This design comes from an exercise in tuning for small area and a short achievable clock period on the open sky130 flow, not from production work.
In this exercise RTL edits were held to simulation tests only and were not proved equivalent to the original.
Power is estimated from default activity; no workload was simulated.

==> umber: inputs <==
==> flow/design.v <==
package spi_ram_pkg;
    localparam logic [1:0] CMD_WR_ADDR = 2'b00;
    localparam logic [1:0] CMD_WR_DATA = 2'b01;
    localparam logic [1:0] CMD_RD_ADDR = 2'b10;
    localparam logic [1:0] CMD_RD_DATA = 2'b11;
    localparam int TX_HOLD_DEFAULT = 8;
endpackage
module spram_core #(
    parameter int ADDR_SIZE = 8,
    parameter int MEM_DEPTH = 256
) (
    input  logic                 clk,
    input  logic                 we,
    input  logic [ADDR_SIZE-1:0] waddr,
    input  logic [7:0]           wdata,
    input  logic [ADDR_SIZE-1:0] raddr,
    input  logic                 rst_q,
    output logic [7:0]           rdata
);
    logic [7:0]  mem [256];
    logic [7:0]  quarter [4];
    logic [7:0]  quarter_q [4];
    logic [63:0] rsel;
    always_ff @(posedge clk) begin
        for (int i = 0; i < 256; i++) begin
            if (we && waddr == 8'(i)) begin
                mem[i] <= wdata;
            end
        end
    end
    always_comb begin
        for (int j = 0; j < 64; j++) begin
            rsel[j] = (raddr[5:0] == 6'(j));
        end
        for (int k = 0; k < 4; k++) begin
            quarter[k] = '0;
            for (int j = 0; j < 64; j++) begin
                quarter[k] = quarter[k] | (mem[64*k+j] & {8{rsel[j]}});
            end
        end
    end
    always_ff @(posedge clk) begin
        for (int k = 0; k < 4; k++) begin
            quarter_q[k] <= quarter[k];
        end
    end
    assign rdata = rst_q ? mem[0] : quarter_q[raddr[7:6]];
endmodule
module spi_ram_ctrl #(
    parameter int MEM_DEPTH = 256,
    parameter int ADDR_SIZE = 8,
    parameter int TX_HOLD   = spi_ram_pkg::TX_HOLD_DEFAULT
) (
    input  logic       clk,
    input  logic       rst_n,
    input  logic [9:0] din,
    input  logic       rx_valid,
    output logic [7:0] dout,
    output logic       tx_valid
);
    localparam int CNT_W = (TX_HOLD > 1) ? $clog2(TX_HOLD) : 1;
    logic                 rx_valid_q;
    logic                 rst_q;
    logic                 cmd_accept;
    logic [1:0]           opcode;
    logic [7:0]           payload;
    logic [ADDR_SIZE-1:0] wr_addr;
    logic [ADDR_SIZE-1:0] rd_addr;
    logic                 ram_we;
    logic                 ram_re;
    logic [7:0]           ram_rdata;
    logic [7:0]           dout_q;
    logic                 tx_q;
    logic [CNT_W-1:0]     cnt;
    assign opcode     = din[9:8];
    assign payload    = din[7:0];
    assign cmd_accept = rst_n && rx_valid && !rx_valid_q;
    assign ram_we     = cmd_accept && (opcode == spi_ram_pkg::CMD_WR_DATA);
    assign ram_re     = cmd_accept && (opcode == spi_ram_pkg::CMD_RD_DATA);
    spram_core #(
        .ADDR_SIZE(ADDR_SIZE),
        .MEM_DEPTH(MEM_DEPTH)
    ) u_core (
        .clk  (clk),
        .we   (ram_we),
        .waddr(wr_addr),
        .wdata(payload),
        .raddr(rd_addr),
        .rst_q(rst_q),
        .rdata(ram_rdata)
    );
    always_ff @(posedge clk) begin
        rst_q <= !rst_n;
    end
    always_ff @(posedge clk) begin
        if (!rst_n) begin
            rx_valid_q <= 1'b0;
            wr_addr    <= '0;
            rd_addr    <= '0;
        end else begin
            rx_valid_q <= rx_valid;
            if (cmd_accept) begin
                case (opcode)
                    spi_ram_pkg::CMD_WR_ADDR: wr_addr <= ADDR_SIZE'(payload);
                    spi_ram_pkg::CMD_WR_DATA: wr_addr <= wr_addr + 1'b1;
                    spi_ram_pkg::CMD_RD_ADDR: rd_addr <= ADDR_SIZE'(payload);
                    spi_ram_pkg::CMD_RD_DATA: rd_addr <= rd_addr + 1'b1;
                    default: ;
                endcase
            end
        end
    end
    always_ff @(posedge clk) begin
        if (!rst_n) begin
            dout_q <= '0;
            tx_q   <= 1'b0;
            cnt    <= '0;
        end else if (ram_re) begin
            dout_q <= ram_rdata;
            tx_q   <= 1'b1;
            cnt    <= CNT_W'(TX_HOLD - 1);
        end else if (tx_q) begin
            if (cnt == '0) begin
                tx_q <= 1'b0;
            end else begin
                cnt <= cnt - 1'b1;
            end
        end
    end
    assign dout     = dout_q;
    assign tx_valid = tx_q;
endmodule
==> flow/run.sh <==
#!/bin/bash
# synth_recipe.tcl (not shown) runs the flow's synth.tcl, then flattens the netlist and writes it again
# the make line also repeats each setting of config.mk as NAME=value (left out here)
make -C /OpenROAD-flow-scripts/flow DESIGN_CONFIG=/design/flow/config.mk WORK_HOME=/design/flow/orfs CLKGATE_MAP_FILE= SYNTH_SCRIPT=/design/flow/synth_recipe.tcl finish
==> flow/config.mk <==
export PLATFORM = sky130hd
export DESIGN_NAME = spi_ram_ctrl
export DESIGN_NICKNAME = spi_ram_ctrl
export VERILOG_FILES = /design/flow/design.v
export SDC_FILE = /design/flow/constraint.sdc
export NUM_CORES = 4
export LEC_CHECK = 0
export CAP_MARGIN = 20
export CORE_MARGIN = 2
export CORE_UTILIZATION = 60
export SETUP_SLACK_MARGIN = 2.1
export SLEW_MARGIN = 20
==> flow/constraint.sdc <==
create_clock -name core_clock -period 4.5 [get_ports {clk}]
set_input_delay 0.9000 -clock core_clock [delete_from_list [all_inputs] [get_ports {clk}]]
set_output_delay 0.9000 -clock core_clock [all_outputs]
set_load 0.01 [all_outputs]
==> raven (differences from umber) <==
==> flow/design.v (replaced) <==
package spi_ram_pkg;
    localparam logic [1:0] CMD_WR_ADDR = 2'b00;
    localparam logic [1:0] CMD_WR_DATA = 2'b01;
    localparam logic [1:0] CMD_RD_ADDR = 2'b10;
    localparam logic [1:0] CMD_RD_DATA = 2'b11;
    localparam int TX_HOLD_DEFAULT = 8;
    typedef enum logic {
        ST_IDLE = 1'b0,
        ST_TX   = 1'b1
    } state_t;
endpackage
module spram_core #(
    parameter int ADDR_SIZE = 8,
    parameter int MEM_DEPTH = 256
) (
    input  logic                 clk,
    input  logic                 we,
    input  logic                 re,
    input  logic [ADDR_SIZE-1:0] addr,
    input  logic [7:0]           wdata,
    output logic [7:0]           rdata
);
    logic [7:0] mem [MEM_DEPTH];
    always_ff @(posedge clk) begin
        if (we) begin
            mem[addr] <= wdata;
        end else if (re) begin
            rdata <= mem[addr];
        end
    end
endmodule
module spi_ram_ctrl #(
    parameter int MEM_DEPTH = 256,
    parameter int ADDR_SIZE = 8,
    parameter int TX_HOLD   = spi_ram_pkg::TX_HOLD_DEFAULT
) (
    input  logic       clk,
    input  logic       rst_n,
    input  logic [9:0] din,
    input  logic       rx_valid,
    output logic [7:0] dout,
    output logic       tx_valid
);
    localparam int CNT_W = (TX_HOLD > 1) ? $clog2(TX_HOLD) : 1;
    logic                 rx_valid_q;
    logic                 cmd_accept;
    logic [1:0]           opcode;
    logic [7:0]           payload;
    logic [ADDR_SIZE-1:0] wr_addr;
    logic [ADDR_SIZE-1:0] rd_addr;
    logic [ADDR_SIZE-1:0] ram_addr;
    logic                 ram_we;
    logic                 ram_re;
    logic [7:0]           ram_rdata;
    logic                 dout_clr;
    spi_ram_pkg::state_t  state;
    spi_ram_pkg::state_t  state_nx;
    logic [CNT_W-1:0]     cnt;
    logic [CNT_W-1:0]     cnt_nx;
    assign opcode     = din[9:8];
    assign payload    = din[7:0];
    assign cmd_accept = rst_n && rx_valid && !rx_valid_q;
    assign ram_we     = cmd_accept && (opcode == spi_ram_pkg::CMD_WR_DATA);
    assign ram_re     = cmd_accept && (opcode == spi_ram_pkg::CMD_RD_DATA);
    assign ram_addr   = ram_re ? rd_addr : wr_addr;
    spram_core #(
        .ADDR_SIZE(ADDR_SIZE),
        .MEM_DEPTH(MEM_DEPTH)
    ) u_core (
        .clk  (clk),
        .we   (ram_we),
        .re   (ram_re),
        .addr (ram_addr),
        .wdata(payload),
        .rdata(ram_rdata)
    );
    always_ff @(posedge clk) begin
        if (!rst_n) begin
            rx_valid_q <= 1'b0;
            wr_addr    <= '0;
            rd_addr    <= '0;
        end else begin
            rx_valid_q <= rx_valid;
            if (cmd_accept) begin
                case (opcode)
                    spi_ram_pkg::CMD_WR_ADDR: wr_addr <= ADDR_SIZE'(payload);
                    spi_ram_pkg::CMD_WR_DATA: wr_addr <= wr_addr + 1'b1;
                    spi_ram_pkg::CMD_RD_ADDR: rd_addr <= ADDR_SIZE'(payload);
                    spi_ram_pkg::CMD_RD_DATA: rd_addr <= rd_addr + 1'b1;
                    default: ;
                endcase
            end
        end
    end
    always_ff @(posedge clk) begin
        if (!rst_n) begin
            state    <= spi_ram_pkg::ST_IDLE;
            cnt      <= '0;
            dout_clr <= 1'b1;
        end else begin
            state <= state_nx;
            cnt   <= cnt_nx;
            if (ram_re) begin
                dout_clr <= 1'b0;
            end
        end
    end
    always_comb begin
        state_nx = state;
        cnt_nx   = cnt;
        case (state)
            spi_ram_pkg::ST_IDLE: begin
                if (ram_re) begin
                    state_nx = spi_ram_pkg::ST_TX;
                    cnt_nx   = CNT_W'(TX_HOLD - 1);
                end
            end
            spi_ram_pkg::ST_TX: begin
                if (ram_re) begin
                    cnt_nx = CNT_W'(TX_HOLD - 1);
                end else if (cnt == '0) begin
                    state_nx = spi_ram_pkg::ST_IDLE;
                end else begin
                    cnt_nx = cnt - 1'b1;
                end
            end
            default: state_nx = spi_ram_pkg::ST_IDLE;
        endcase
    end
    assign tx_valid = (state == spi_ram_pkg::ST_TX);
    assign dout     = dout_clr ? 8'h00 : ram_rdata;
endmodule
--- a/flow/config.mk
+++ b/flow/config.mk
@@ -8,5 +8,4 @@
 export CAP_MARGIN = 20
 export CORE_MARGIN = 2
-export CORE_UTILIZATION = 60
-export SETUP_SLACK_MARGIN = 2.1
+export CORE_UTILIZATION = 40
 export SLEW_MARGIN = 20
==> nickel (differences from umber) <==
--- a/flow/design.v
+++ b/flow/design.v
@@ -14,12 +14,15 @@
     input  logic [ADDR_SIZE-1:0] waddr,
     input  logic [7:0]           wdata,
-    input  logic [ADDR_SIZE-1:0] raddr,
+    input  logic [15:0]          rsel_lo,
+    input  logic [3:0]           rsel_mid,
+    input  logic [1:0]           rsel_hi,
     input  logic                 rst_q,
     output logic [7:0]           rdata
 );
-    logic [7:0]  mem [256];
-    logic [7:0]  quarter [4];
-    logic [7:0]  quarter_q [4];
-    logic [63:0] rsel;
+    logic [7:0] mem [256];
+    logic [7:0] quarter [4];
+    logic [7:0] quarter_q [4];
+    logic       hit;
+    logic       hit_q;
     always_ff @(posedge clk) begin
         for (int i = 0; i < 256; i++) begin
@@ -29,21 +32,67 @@
         end
     end
-    always_comb begin
-        for (int j = 0; j < 64; j++) begin
-            rsel[j] = (raddr[5:0] == 6'(j));
-        end
-        for (int k = 0; k < 4; k++) begin
-            quarter[k] = '0;
-            for (int j = 0; j < 64; j++) begin
-                quarter[k] = quarter[k] | (mem[64*k+j] & {8{rsel[j]}});
-            end
-        end
-    end
+    for (genvar k = 0; k < 4; k++) begin : g_q
+        for (genvar b = 0; b < 8; b++) begin : g_b
+            logic [31:0] pair_n;
+            logic [7:0]  half;
+            logic [3:0]  mid_n;
+            for (genvar p = 0; p < 32; p++) begin : g_p
+                rd_aoi22 u_aoi (
+                    .a(mem[64*k+2*p][b]),   .b(rsel_lo[(2*p)%16]),
+                    .c(mem[64*k+2*p+1][b]), .d(rsel_lo[(2*p+1)%16]),
+                    .y(pair_n[p])
+                );
+            end
+            for (genvar h = 0; h < 8; h++) begin : g_h
+                rd_nand4 u_nand (.a(pair_n[4*h]), .b(pair_n[4*h+1]), .c(pair_n[4*h+2]), .d(pair_n[4*h+3]), .y(half[h]));
+            end
+            for (genvar m = 0; m < 4; m++) begin : g_m
+                rd_oai21 u_oai (.a(half[2*m]), .b(half[2*m+1]), .c(rsel_mid[m]), .y(mid_n[m]));
+            end
+            rd_nand4 u_out (.a(mid_n[0]), .b(mid_n[1]), .c(mid_n[2]), .d(mid_n[3]), .y(quarter[k][b]));
+        end
+    end
+    assign hit = we && rsel_lo[waddr[3:0]] && rsel_mid[waddr[5:4]] && (rsel_hi == waddr[7:6]);
     always_ff @(posedge clk) begin
         for (int k = 0; k < 4; k++) begin
             quarter_q[k] <= quarter[k];
         end
-    end
-    assign rdata = rst_q ? mem[0] : quarter_q[raddr[7:6]];
+        hit_q <= hit;
+    end
+    always_comb begin
+        if (rst_q) begin
+            rdata = mem[0];
+        end else if (hit_q) begin
+            rdata = wdata;
+        end else begin
+            rdata = quarter_q[rsel_hi];
+        end
+    end
+endmodule
+module rd_aoi22 (
+    input  logic a,
+    input  logic b,
+    input  logic c,
+    input  logic d,
+    output logic y
+);
+    assign y = !((a && b) || (c && d));
+endmodule
+module rd_nand4 (
+    input  logic a,
+    input  logic b,
+    input  logic c,
+    input  logic d,
+    output logic y
+);
+    assign y = !(a && b && c && d);
+endmodule
+module rd_oai21 (
+    input  logic a,
+    input  logic b,
+    input  logic c,
+    output logic y
+);
+    assign y = !((a || b) && c);
 endmodule
 module spi_ram_ctrl #(
@@ -66,6 +115,9 @@
     logic [7:0]           payload;
     logic [ADDR_SIZE-1:0] wr_addr;
-    logic [ADDR_SIZE-1:0] rd_addr;
-    logic                 ram_we;
+    logic                 wr_pend;
+    logic [7:0]           wr_data;
+    logic [15:0]          rd_lo;
+    logic [3:0]           rd_mid;
+    logic [1:0]           rd_hi;
     logic                 ram_re;
     logic [7:0]           ram_rdata;
@@ -76,5 +128,4 @@
     assign payload    = din[7:0];
     assign cmd_accept = rst_n && rx_valid && !rx_valid_q;
-    assign ram_we     = cmd_accept && (opcode == spi_ram_pkg::CMD_WR_DATA);
     assign ram_re     = cmd_accept && (opcode == spi_ram_pkg::CMD_RD_DATA);
     spram_core #(
@@ -82,14 +133,24 @@
         .MEM_DEPTH(MEM_DEPTH)
     ) u_core (
-        .clk  (clk),
-        .we   (ram_we),
-        .waddr(wr_addr),
-        .wdata(payload),
-        .raddr(rd_addr),
-        .rst_q(rst_q),
-        .rdata(ram_rdata)
+        .clk     (clk),
+        .we      (wr_pend),
+        .waddr   (wr_addr),
+        .wdata   (wr_data),
+        .rsel_lo (rd_lo),
+        .rsel_mid(rd_mid),
+        .rsel_hi (rd_hi),
+        .rst_q   (rst_q),
+        .rdata   (ram_rdata)
     );
     always_ff @(posedge clk) begin
         rst_q <= !rst_n;
+    end
+    always_ff @(posedge clk) begin
+        if (cmd_accept && opcode == spi_ram_pkg::CMD_WR_DATA) begin
+            wr_data <= payload;
+        end
+    end
+    always_ff @(posedge clk) begin
+        wr_pend <= cmd_accept && (opcode == spi_ram_pkg::CMD_WR_DATA);
     end
     always_ff @(posedge clk) begin
@@ -97,13 +158,29 @@
             rx_valid_q <= 1'b0;
             wr_addr    <= '0;
-            rd_addr    <= '0;
+            rd_lo      <= 16'h0001;
+            rd_mid     <= 4'h1;
+            rd_hi      <= '0;
         end else begin
             rx_valid_q <= rx_valid;
+            if (wr_pend) begin
+                wr_addr <= wr_addr + 1'b1;
+            end
             if (cmd_accept) begin
                 case (opcode)
                     spi_ram_pkg::CMD_WR_ADDR: wr_addr <= ADDR_SIZE'(payload);
-                    spi_ram_pkg::CMD_WR_DATA: wr_addr <= wr_addr + 1'b1;
-                    spi_ram_pkg::CMD_RD_ADDR: rd_addr <= ADDR_SIZE'(payload);
-                    spi_ram_pkg::CMD_RD_DATA: rd_addr <= rd_addr + 1'b1;
+                    spi_ram_pkg::CMD_RD_ADDR: begin
+                        rd_lo  <= 16'h0001 << payload[3:0];
+                        rd_mid <= 4'h1 << payload[5:4];
+                        rd_hi  <= payload[7:6];
+                    end
+                    spi_ram_pkg::CMD_RD_DATA: begin
+                        rd_lo <= {rd_lo[14:0], rd_lo[15]};
+                        if (rd_lo[15]) begin
+                            rd_mid <= {rd_mid[2:0], rd_mid[3]};
+                            if (rd_mid[3]) begin
+                                rd_hi <= rd_hi + 1'b1;
+                            end
+                        end
+                    end
                     default: ;
                 endcase
==> flow/flow/run.sh (new file) <==
#!/bin/bash
# Standard layout, with one change after synthesis: the read-mux AOI cells
# that ABC maps at drive strength 2 are put back to drive strength 1 (the
# resizer upsizes any that timing needs). Registers are left as synthesized.
set -euo pipefail
NET=$PWD/orfs/results/sky130hd/spi_ram_ctrl/base/1_2_yosys.v
bash standard.sh "$NET" > synth.log 2>&1
cp "$NET" 1_2_yosys.orig.v
sed -i 's/\bsky130_fd_sc_hd__a22oi_2\b/sky130_fd_sc_hd__a22oi_1/g' "$NET"
bash standard.sh > layout.log 2>&1
==> flow/standard.sh (new file) <==
#!/bin/bash
# synth_recipe.tcl (not shown) runs the flow's synth.tcl, then flattens the netlist and writes it again
# the make line also repeats each setting of config.mk as NAME=value (left out here)
make -C /OpenROAD-flow-scripts/flow DESIGN_CONFIG=/design/flow/config.mk WORK_HOME=/design/flow/orfs CLKGATE_MAP_FILE= SYNTH_SCRIPT=/design/flow/synth_recipe.tcl "${@:-finish}"
--- a/flow/config.mk
+++ b/flow/config.mk
@@ -9,4 +9,7 @@
 export CORE_MARGIN = 2
 export CORE_UTILIZATION = 60
+export CTS_CLUSTER_DIAMETER = 80
+export CTS_CLUSTER_SIZE = 20
 export SETUP_SLACK_MARGIN = 2.1
 export SLEW_MARGIN = 20
+export SYNTH_HIERARCHICAL = 1
removed: flow/run.sh
==> summary of the runs <==
Wire length: umber > raven > nickel. Against umber, the worst hold slack of nickel is better by 14 ps. Of raven and nickel, nickel has the higher sequential power (gap about 2%, measured against nickel). The lowest clock power belongs to nickel, the highest to umber.

-- afterwards: timing with drivers on the ports --
The results above use ideal ports. As a check the final layouts listed here were re-extracted and re-timed, cells and wires unchanged. Step 1: set_driving_cell puts a clkbuf_16 on clk and a buf_2 on each other input, an assumption about the parent block. Step 2 also shifts input and output timing later by t, the mid clock arrival at the registers, as if the neighbouring blocks saw the same clock. Three values: ideal, step 1, step 2; two values: the first two.
run	t (ns)	slack for setup (ns)	hold slack, ns
umber	0.944	1.438 / 1.438 / 1.162	0.462 / 0.393 / 0.499
raven	0.907	0.104 / 0.069 / -0.838	0.534 / 0.486 / 0.550
nickel	0.823	2.034 / 2.034 / 1.446	0.476 / 0.476 / 0.476
Met with ideal ports but missed after step 2: setup timing in raven. The setup slack of raven, which loses most, moves by -0.035 ns with the drivers and by -0.942 ns with both steps.
